Background: an optimization exercise with open tools, aiming at small area and a short achievable clock period. Do not read the settings as production practice.
RTL that was checked went through simulation tests only; none was proved equivalent to the original.

==> run a: inputs <==
Design fixed_order_selector, start of the top module:
module fixed_order_selector #(
  parameter int  SAMPLE_W   = 16,
  parameter int  BLOCK_SIZE = 4096,
  parameter int  MAX_ORDER  = 4,
  localparam int RES_W      = SAMPLE_W + MAX_ORDER,
  localparam int IDX_W      = $clog2(BLOCK_SIZE),
  localparam int SUM_W      = RES_W + IDX_W
) (
  input  logic                       iClock,
  input  logic                       iReset_n,
  input  logic                       iEnable,
  input  logic signed [SAMPLE_W-1:0] iSample,
  output logic [2:0]                 oBest,
  output logic [SUM_W-1:0]           oBestSum,
  output logic                       oValid,
  output logic                       oBlockStart
);
  localparam int W0 = SAMPLE_W;
  localparam int W1 = SAMPLE_W + 1;
  localparam int W2 = SAMPLE_W + 2;
  localparam int W3 = SAMPLE_W + 3;
  localparam int W4 = SAMPLE_W + 4;
  localparam int A0 = SAMPLE_W + IDX_W;        
  localparam int A1 = SAMPLE_W + IDX_W;        
  localparam int A2 = SAMPLE_W + IDX_W + 1;    
  localparam int A3 = SAMPLE_W + IDX_W + 2;    
  localparam int A4 = SAMPLE_W + IDX_W + 3;    
  localparam int BW = SAMPLE_W + IDX_W;        
  logic [IDX_W-1:0] idx_r;    
  logic             bs_r;     
  logic             en_r;     
  logic             f0;       
  logic             g1;       
  logic             last0;    
  logic [W0-1:0]    x_r;
  always_ff @(posedge iClock or negedge iReset_n) begin
    if (!iReset_n) begin
      idx_r <= '0;
      bs_r  <= 1'b1;
      en_r  <= 1'b0;
      last0 <= 1'b0;
    end else begin
      en_r  <= iEnable;
      last0 <= iEnable & (&idx_r);
      if (iEnable) begin
        idx_r <= idx_r + 1'b1;
        bs_r  <= &idx_r;
      end
    end
  end
  always_ff @(posedge iClock) begin
    x_r <= iSample & {W0{iEnable}};
    f0  <= iEnable & bs_r;
    g1  <= iEnable & !bs_r;
  end
  assign oBlockStart = bs_r;
  logic t2_0, t3_0, t4_0, t5_0;
  ...
export LEC_CHECK = 0
export CAP_MARGIN = 20
export CORE_MARGIN = 2
export CORE_UTILIZATION = 60
export CTS_BUF_LIST = sky130_fd_sc_hd__clkbuf_8
export CTS_CLUSTER_DIAMETER = 60
export CTS_CLUSTER_SIZE = 30
export SLEW_MARGIN = 60
create_clock -name core_clock -period 11.0 [get_ports {iClock}]
standard.sh (not shown) runs the stock make flow with config.mk's settings and CLKGATE_MAP_FILE= SYNTH_SCRIPT=/design/flow/synth_recipe.tcl, a recipe that flattens the netlist after the stock synthesis.
==> flow/flow/run.sh <==
#!/bin/bash
set -euo pipefail
export BUFFER_PORTS_ARGS="-buffer_cell sky130_fd_sc_hd__buf_4"
bash standard.sh > standard.log 2>&1
==> run b (differences from run a) <==
--- a/flow/design.v
+++ b/flow/design.v
@@ -19,43 +19,40 @@
   localparam int W1 = SAMPLE_W + 1;
   localparam int W2 = SAMPLE_W + 2;
   localparam int W3 = SAMPLE_W + 3;
   localparam int W4 = SAMPLE_W + 4;
   localparam int A0 = SAMPLE_W + IDX_W;        
-  localparam int A1 = SAMPLE_W + IDX_W;        
-  localparam int A2 = SAMPLE_W + IDX_W + 1;    
-  localparam int A3 = SAMPLE_W + IDX_W + 2;    
-  localparam int A4 = SAMPLE_W + IDX_W + 3;    
+  localparam int AK = SAMPLE_W + IDX_W - 1;    
   localparam int BW = SAMPLE_W + IDX_W;        
   logic [IDX_W-1:0] idx_r;    
-  logic             bs_r;     
+  logic             bsn_r;    
   logic             en_r;     
   logic             f0;       
   logic             g1;       
   logic             last0;    
   logic [W0-1:0]    x_r;
   always_ff @(posedge iClock or negedge iReset_n) begin
     if (!iReset_n) begin
       idx_r <= '0;
-      bs_r  <= 1'b1;
+      bsn_r <= 1'b0;
       en_r  <= 1'b0;
       last0 <= 1'b0;
     end else begin
       en_r  <= iEnable;
       last0 <= iEnable & (&idx_r);
       if (iEnable) begin
         idx_r <= idx_r + 1'b1;
-        bs_r  <= &idx_r;
+        bsn_r <= !(&idx_r);
       end
     end
   end
   always_ff @(posedge iClock) begin
     x_r <= iSample & {W0{iEnable}};
-    f0  <= iEnable & bs_r;
-    g1  <= iEnable & !bs_r;
-  end
-  assign oBlockStart = bs_r;
+    f0  <= iEnable & (idx_r == '0);
+    g1  <= iEnable & (idx_r != '0);
+  end
+  assign oBlockStart = !bsn_r;
   logic t2_0, t3_0, t4_0, t5_0;
   assign t2_0 = !(idx_r == 12'd1 || idx_r == 12'd2);
   assign t3_0 = t2_0 && idx_r != 12'd3;
   assign t4_0 = t3_0 && idx_r != 12'd4;
   assign t5_0 = t4_0 && idx_r != 12'd5;
@@ -104,14 +101,14 @@
     if (v1)   p1 <= d1;
     if (v2)   p2 <= d2;
     if (v3)   p3 <= d3;
   end
   logic [W0-2:0] lo0;  logic [A0-W0:0] hi0;  logic c0;
-  logic [W1-2:0] lo1;  logic [A1-W1:0] hi1;  logic c1;
-  logic [W2-2:0] lo2;  logic [A2-W2:0] hi2;  logic c2;
-  logic [W3-2:0] lo3;  logic [A3-W3:0] hi3;  logic c3;
-  logic [W4-2:0] lo4;  logic [A4-W4:0] hi4;  logic c4;
+  logic [W1-2:0] lo1;  logic [AK-W1:0] hi1;  logic c1;  logic big1;
+  logic [W2-2:0] lo2;  logic [AK-W2:0] hi2;  logic c2;  logic big2;
+  logic [W3-2:0] lo3;  logic [AK-W3:0] hi3;  logic c3;  logic big3;
+  logic [W4-2:0] lo4;  logic [AK-W4:0] hi4;  logic c4;  logic big4;
   logic [W0-2:0] sl0;  logic sc0;
   logic [W1-2:0] sl1;  logic sc1;
   logic [W2-2:0] sl2;  logic sc2;
   logic [W3-2:0] sl3;  logic sc3;
   logic [W4-2:0] sl4;  logic sc4;
@@ -141,14 +138,14 @@
     k3b <= q3b;
     k4a <= q4a;
     k4b <= q4b;
     k4c <= q4c;
     hi0 <= f0 ? '0 : hi0 + c0;
-    hi1 <= f1 ? '0 : hi1 + c1;
-    hi2 <= f2 ? '0 : hi2 + c2;
-    hi3 <= f3 ? '0 : hi3 + c3;
-    hi4 <= f4 ? '0 : hi4 + c4;
+    {big1, hi1} <= f1 ? '0 : {big1, hi1} + c1 | {big1, {(AK-W1+1){1'b0}}};
+    {big2, hi2} <= f2 ? '0 : {big2, hi2} + c2 | {big2, {(AK-W2+1){1'b0}}};
+    {big3, hi3} <= f3 ? '0 : {big3, hi3} + c3 | {big3, {(AK-W3+1){1'b0}}};
+    {big4, hi4} <= f4 ? '0 : {big4, hi4} + c4 | {big4, {(AK-W4+1){1'b0}}};
   end
   localparam int BL = 16;                  
   localparam int BH = BW - BL;             
   logic [8:0]    ph;      
   logic [BW-1:0] best;
@@ -173,35 +170,39 @@
       s4     <= ph[6] | ph[7];
       oValid <= ph[8];
     end
   end
   always_comb begin
-    cand = ({BW{s1}} & {hi1, lo1})
-         | ({BW{s2}} & {hi2[A2-W2-1:0], lo2})
-         | ({BW{s3}} & {hi3[A3-W3-2:0], lo3})
-         | ({BW{s4}} & {hi4[A4-W4-3:0], lo4});
-    big  = (s2 & hi2[A2-W2])
-         | (s3 & (|hi3[A3-W3:A3-W3-1]))
-         | (s4 & (|hi4[A4-W4:A4-W4-2]));
+    cand = ({BW{s1}} & {1'b0, hi1, lo1})
+         | ({BW{s2}} & {1'b0, hi2, lo2})
+         | ({BW{s3}} & {1'b0, hi3, lo3})
+         | ({BW{s4}} & {1'b0, hi4, lo4});
+    big  = (s1 & big1) | (s2 & big2) | (s3 & big3) | (s4 & big4);
   end
   logic ge_lo;
   skl_add #(BL) u_cmp_lo (.a(cand[BL-1:0]), .b(~best[BL-1:0]), .ci(1'b1), .s(), .co(ge_lo));
   always_ff @(posedge iClock) begin
     lt_lo <= !ge_lo;
   end
   logic ge;
   skl_add #(BH) u_cmp_hi (.a(cand[BW-1:BL]), .b(~best[BW-1:BL]), .ci(!lt_lo), .s(), .co(ge));
   logic take;
   assign take = (ph[2] | ph[4] | ph[6] | ph[8]) & !big & !ge;
-  always_ff @(posedge iClock) begin
-    if (ph[0]) begin
-      best   <= {hi0 + c0, lo0};
-      best_i <= 3'd0;
-    end else if (take) begin
-      best   <= cand;
-      best_i <= {ph[8], ph[4] | ph[6], ph[2] | ph[6]};
-    end
+  logic          keep;
+  logic [BW-1:0] best_nx;
+  logic [2:0]    best_i_nx;
+  assign keep = !(ph[0] | take);
+  always_comb begin
+    best_nx   = ({BW{ph[0]}} & {hi0 + c0, lo0})
+              | ({BW{take}}  & cand)
+              | ({BW{keep}}  & best);
+    best_i_nx = ({3{take}} & {ph[8], ph[4] | ph[6], ph[2] | ph[6]})
+              | ({3{keep}} & best_i);
+  end
+  always_ff @(posedge iClock) begin
+    best   <= best_nx;
+    best_i <= best_i_nx;
   end
   assign oBest    = best_i;
   assign oBestSum = {{(SUM_W-BW){1'b0}}, best};
 endmodule
 module skl_add #(
==> flow/flow/run.sh (replaced) <==
#!/bin/bash
set -euo pipefail
export BUFFER_PORTS_ARGS="-buffer_cell sky130_fd_sc_hd__buf_4"
export CTS_ARGS="-sink_clustering_enable -repair_clock_nets -sink_clustering_size 24 -sink_clustering_max_diameter 45 -buf_list sky130_fd_sc_hd__clkbuf_8 -root_buf sky130_fd_sc_hd__clkbuf_16 -dont_use_dummy_load"
bash standard.sh > standard.log 2>&1
==> flow/config.mk (replaced) <==
export PLATFORM = sky130hd
export DESIGN_NAME = fixed_order_selector
export DESIGN_NICKNAME = fixed_order_selector
export VERILOG_FILES = /design/flow/design.v
export SDC_FILE = /design/flow/constraint.sdc
export NUM_CORES = 4
export LEC_CHECK = 0
export CAP_MARGIN = 20
export CORE_MARGIN = 2
export CORE_UTILIZATION = 45
export PLACE_DENSITY = 0.75
export SLEW_MARGIN = 60
==> run c (differences from run a) <==
--- a/flow/design.v
+++ b/flow/design.v
@@ -19,43 +19,40 @@
   localparam int W1 = SAMPLE_W + 1;
   localparam int W2 = SAMPLE_W + 2;
   localparam int W3 = SAMPLE_W + 3;
   localparam int W4 = SAMPLE_W + 4;
   localparam int A0 = SAMPLE_W + IDX_W;        
-  localparam int A1 = SAMPLE_W + IDX_W;        
-  localparam int A2 = SAMPLE_W + IDX_W + 1;    
-  localparam int A3 = SAMPLE_W + IDX_W + 2;    
-  localparam int A4 = SAMPLE_W + IDX_W + 3;    
+  localparam int AK = SAMPLE_W + IDX_W - 1;    
   localparam int BW = SAMPLE_W + IDX_W;        
   logic [IDX_W-1:0] idx_r;    
-  logic             bs_r;     
+  logic             bsn_r;    
   logic             en_r;     
   logic             f0;       
   logic             g1;       
   logic             last0;    
   logic [W0-1:0]    x_r;
   always_ff @(posedge iClock or negedge iReset_n) begin
     if (!iReset_n) begin
       idx_r <= '0;
-      bs_r  <= 1'b1;
+      bsn_r <= 1'b0;
       en_r  <= 1'b0;
       last0 <= 1'b0;
     end else begin
       en_r  <= iEnable;
       last0 <= iEnable & (&idx_r);
       if (iEnable) begin
         idx_r <= idx_r + 1'b1;
-        bs_r  <= &idx_r;
+        bsn_r <= !(&idx_r);
       end
     end
   end
   always_ff @(posedge iClock) begin
     x_r <= iSample & {W0{iEnable}};
-    f0  <= iEnable & bs_r;
-    g1  <= iEnable & !bs_r;
-  end
-  assign oBlockStart = bs_r;
+    f0  <= iEnable & (idx_r == '0);
+    g1  <= iEnable & (idx_r != '0);
+  end
+  assign oBlockStart = !bsn_r;
   logic t2_0, t3_0, t4_0, t5_0;
   assign t2_0 = !(idx_r == 12'd1 || idx_r == 12'd2);
   assign t3_0 = t2_0 && idx_r != 12'd3;
   assign t4_0 = t3_0 && idx_r != 12'd4;
   assign t5_0 = t4_0 && idx_r != 12'd5;
@@ -104,14 +101,14 @@
     if (v1)   p1 <= d1;
     if (v2)   p2 <= d2;
     if (v3)   p3 <= d3;
   end
   logic [W0-2:0] lo0;  logic [A0-W0:0] hi0;  logic c0;
-  logic [W1-2:0] lo1;  logic [A1-W1:0] hi1;  logic c1;
-  logic [W2-2:0] lo2;  logic [A2-W2:0] hi2;  logic c2;
-  logic [W3-2:0] lo3;  logic [A3-W3:0] hi3;  logic c3;
-  logic [W4-2:0] lo4;  logic [A4-W4:0] hi4;  logic c4;
+  logic [W1-2:0] lo1;  logic [AK-W1:0] hi1;  logic c1;  logic big1;
+  logic [W2-2:0] lo2;  logic [AK-W2:0] hi2;  logic c2;  logic big2;
+  logic [W3-2:0] lo3;  logic [AK-W3:0] hi3;  logic c3;  logic big3;
+  logic [W4-2:0] lo4;  logic [AK-W4:0] hi4;  logic c4;  logic big4;
   logic [W0-2:0] sl0;  logic sc0;
   logic [W1-2:0] sl1;  logic sc1;
   logic [W2-2:0] sl2;  logic sc2;
   logic [W3-2:0] sl3;  logic sc3;
   logic [W4-2:0] sl4;  logic sc4;
@@ -141,14 +138,14 @@
     k3b <= q3b;
     k4a <= q4a;
     k4b <= q4b;
     k4c <= q4c;
     hi0 <= f0 ? '0 : hi0 + c0;
-    hi1 <= f1 ? '0 : hi1 + c1;
-    hi2 <= f2 ? '0 : hi2 + c2;
-    hi3 <= f3 ? '0 : hi3 + c3;
-    hi4 <= f4 ? '0 : hi4 + c4;
+    {big1, hi1} <= f1 ? '0 : {big1, hi1} + c1 | {big1, {(AK-W1+1){1'b0}}};
+    {big2, hi2} <= f2 ? '0 : {big2, hi2} + c2 | {big2, {(AK-W2+1){1'b0}}};
+    {big3, hi3} <= f3 ? '0 : {big3, hi3} + c3 | {big3, {(AK-W3+1){1'b0}}};
+    {big4, hi4} <= f4 ? '0 : {big4, hi4} + c4 | {big4, {(AK-W4+1){1'b0}}};
   end
   localparam int BL = 16;                  
   localparam int BH = BW - BL;             
   logic [8:0]    ph;      
   logic [BW-1:0] best;
@@ -173,35 +170,42 @@
       s4     <= ph[6] | ph[7];
       oValid <= ph[8];
     end
   end
   always_comb begin
-    cand = ({BW{s1}} & {hi1, lo1})
-         | ({BW{s2}} & {hi2[A2-W2-1:0], lo2})
-         | ({BW{s3}} & {hi3[A3-W3-2:0], lo3})
-         | ({BW{s4}} & {hi4[A4-W4-3:0], lo4});
-    big  = (s2 & hi2[A2-W2])
-         | (s3 & (|hi3[A3-W3:A3-W3-1]))
-         | (s4 & (|hi4[A4-W4:A4-W4-2]));
-  end
-  logic ge_lo;
-  skl_add #(BL) u_cmp_lo (.a(cand[BL-1:0]), .b(~best[BL-1:0]), .ci(1'b1), .s(), .co(ge_lo));
-  always_ff @(posedge iClock) begin
-    lt_lo <= !ge_lo;
-  end
-  logic ge;
-  skl_add #(BH) u_cmp_hi (.a(cand[BW-1:BL]), .b(~best[BW-1:BL]), .ci(!lt_lo), .s(), .co(ge));
+    cand[BL-1:0]  = ({BL{s1}} & lo1[BL-1:0])
+                  | ({BL{s2}} & lo2[BL-1:0])
+                  | ({BL{s3}} & lo3[BL-1:0])
+                  | ({BL{s4}} & lo4[BL-1:0]);
+    cand[BW-1:BL] = ({BH{ph[2]}} & {1'b0, hi1})
+                  | ({BH{ph[4]}} & {1'b0, hi2, lo2[W2-2:BL]})
+                  | ({BH{ph[6]}} & {1'b0, hi3, lo3[W3-2:BL]})
+                  | ({BH{ph[8]}} & {1'b0, hi4, lo4[W4-2:BL]});
+    big  = (ph[2] & big1) | (ph[4] & big2) | (ph[6] & big3) | (ph[8] & big4);
+  end
+  logic c_lo, lt_lo_n, lt;
+  skl_add #(BL) u_cmp_lo (.a(best[BL-1:0]), .b(~cand[BL-1:0]), .ci(1'b0), .s(), .co(c_lo));
+  always_ff @(posedge iClock) begin
+    lt_lo <= c_lo;
+  end
+  skl_add #(BH) u_cmp_hi (.a(best[BW-1:BL]), .b(~cand[BW-1:BL]), .ci(lt_lo), .s(), .co(lt));
   logic take;
-  assign take = (ph[2] | ph[4] | ph[6] | ph[8]) & !big & !ge;
-  always_ff @(posedge iClock) begin
-    if (ph[0]) begin
-      best   <= {hi0 + c0, lo0};
-      best_i <= 3'd0;
-    end else if (take) begin
-      best   <= cand;
-      best_i <= {ph[8], ph[4] | ph[6], ph[2] | ph[6]};
-    end
+  assign take = (ph[2] | ph[4] | ph[6] | ph[8]) & !big & lt;
+  logic          keep;
+  logic [BW-1:0] best_nx;
+  logic [2:0]    best_i_nx;
+  assign keep = !(ph[0] | take);
+  always_comb begin
+    best_nx   = ({BW{ph[0]}} & {hi0 + c0, lo0})
+              | ({BW{take}}  & cand)
+              | ({BW{keep}}  & best);
+    best_i_nx = ({3{take}} & {ph[8], ph[4] | ph[6], ph[2] | ph[6]})
+              | ({3{keep}} & best_i);
+  end
+  always_ff @(posedge iClock) begin
+    best   <= best_nx;
+    best_i <= best_i_nx;
   end
   assign oBest    = best_i;
   assign oBestSum = {{(SUM_W-BW){1'b0}}, best};
 endmodule
 module skl_add #(
==> flow/flow/run.sh (replaced) <==
#!/bin/bash
set -euo pipefail
export BUFFER_PORTS_ARGS="-buffer_cell sky130_fd_sc_hd__buf_4"
export CTS_ARGS="-sink_clustering_enable -repair_clock_nets -sink_clustering_size 24 -sink_clustering_max_diameter 45 -sink_clustering_levels 1 -buf_list sky130_fd_sc_hd__clkbuf_8 -root_buf sky130_fd_sc_hd__clkbuf_16 -dont_use_dummy_load"
bash standard.sh > standard.log 2>&1
--- a/flow/config.mk
+++ b/flow/config.mk
@@ -6,9 +6,6 @@
 export NUM_CORES = 4
 export LEC_CHECK = 0
 export CAP_MARGIN = 20
 export CORE_MARGIN = 2
 export CORE_UTILIZATION = 60
-export CTS_BUF_LIST = sky130_fd_sc_hd__clkbuf_8
-export CTS_CLUSTER_DIAMETER = 60
-export CTS_CLUSTER_SIZE = 30
-export SLEW_MARGIN = 60
+export SLEW_MARGIN = 70
==> run d (differences from run a) <==
--- a/flow/config.mk
+++ b/flow/config.mk
@@ -5,10 +5,10 @@
 export SDC_FILE = /design/flow/constraint.sdc
 export NUM_CORES = 4
 export LEC_CHECK = 0
 export CAP_MARGIN = 20
 export CORE_MARGIN = 2
-export CORE_UTILIZATION = 60
+export CORE_UTILIZATION = 70
 export CTS_BUF_LIST = sky130_fd_sc_hd__clkbuf_8
 export CTS_CLUSTER_DIAMETER = 60
 export CTS_CLUSTER_SIZE = 30
-export SLEW_MARGIN = 60
+export SLEW_MARGIN = 80
==> flow_summary.yaml <==
run_status:
  outcome: "finished clean"
synth:
  netlist_top_cells_count: "dfxtp_1 (268), inv_1 (193), ha_1 (154)"
  synthAdderAreaFrac: 0.160
  ys_types: 65
  synth_area_leaders: "dfxtp_1 (27%), edfxtp_1 (15%), ha_1 (9.7%)"
layout:
  antenna_cells: 0
  fin_nets: 2188
  finalNonFillerCells: 2355
  seq_cells: 395
  multi_input_cells: 1245
  final_util: 0.787
critical_path:
  r2r-end: "lo1[15]"
global_routing:
  grt_max_degree: 46
clock_network:
  cts.sinks: 395
detailed_routing:
  finalWirelength_mm: 41.0
-- figures above: run d

==> flow_summary.yaml <==
layout:
  finalNonFillerCells: 2458
  multi_input_cells: 1230
  multi_input_area_share: 0.468
  antenna_cells: 1
  fin_nets: 2147
  final_util: 0.488
critical_path:
  r2r-end: "lo1[15]"
detailed_routing:
  finalWirelength_mm: 40.6
  top_layer: "met4"
synth:
  netlist_top_cells_count: "dfxtp_1 (290), inv_1 (200), ha_1 (153)"
  synth_area_leaders: "dfxtp_1 (30%), edfxtp_1 (11%), ha_1 (9.9%)"
  synthAdderAreaFrac: 0.163
  yosys.area.top_type: "dfxtp_1"
run_status:
  outcome: "finished clean"
timing:
  final_min_period_over_clock_period: 0.301
global_routing:
  grt_max_degree: 58
-- figures above: run b

==> flow_summary.yaml <==
global_routing:
  grt_usage: 0.243
  grt_max_degree: 46
  grt_pass1_vias: 12500
detailed_routing:
  finalWirelength_mm: 40.6
  routedWlPerCell_um: 17.0
synth:
  synth_edf_count: 98
  netlist_top_cells_count: "dfxtp_1 (268), inv_1 (193), ha_1 (154)"
  ys_types: 65
  synth_compound_area_frac: 0.0916
  synth_area_leaders: "dfxtp_1 (27%), edfxtp_1 (15%), ha_1 (9.7%)"
run_status:
  outcome: "finished clean"
layout:
  finalNonFillerCells: 2394
  seq_cells: 395
  antenna_cells: 0
  multi_input_cells: 1245
min_path:
  hold_path.class: "flop to flop"
critical_path:
  r2r-end: "lo2[15]"
placed_design:
  port_buffers: 51
clock_network:
  cts.sinks: 395
-- figures above: run a

==> flow_summary.yaml <==
layout:
  multi_input_cells: 1255
  finalNonFillerCells: 2321
  fin_nets: 2155
  antenna_cells: 0
  seq_cells: 389
global_routing:
  grt_max_degree: 43
critical_path:
  r2r-end: "best[17]"
clock_network:
  cts.sinks: 389
run_status:
  outcome: "finished clean"
detailed_routing:
  finalWirelength_mm: 41.8
-- figures above: run c

No functional check of the RTL was part of run c.

[separate check: timing with driven ports]
The results above use ideal ports. As a check the final layouts listed here were re-extracted and re-timed, cells and wires unchanged.
Step 1 (the two cells are an assumption about what drives the block):
set clk [get_ports {iClock}]
set_driving_cell -lib_cell sky130_fd_sc_hd__clkbuf_16 $clk
set_driving_cell -lib_cell sky130_fd_sc_hd__buf_2 [delete_from_list [all_inputs] $clk]
Step 2 also shifts input and output timing later by t, the mid clock arrival at the registers, as if the neighbouring blocks saw the same clock.
Slacks: ideal / step 1 / step 2; pairs: ideal / step 1.
run | shift t [ns] | setup slack, ns | worst setup path after step 2
run a | 0.600 | 7.550 / 7.500 / 7.498 | input to register
run b | 0.541 | 7.688 / 7.633 / 7.622 | input to register
run c | 0.547 | 7.680 / 7.625 / 7.699 | input to register
run d | 0.672 | 7.484 / 7.436 / 7.532 | input to register
After both steps every run listed still meets setup and hold. The setup slack of run b, which loses most, moves by -0.055 ns with the drivers and by -0.066 ns with both steps.
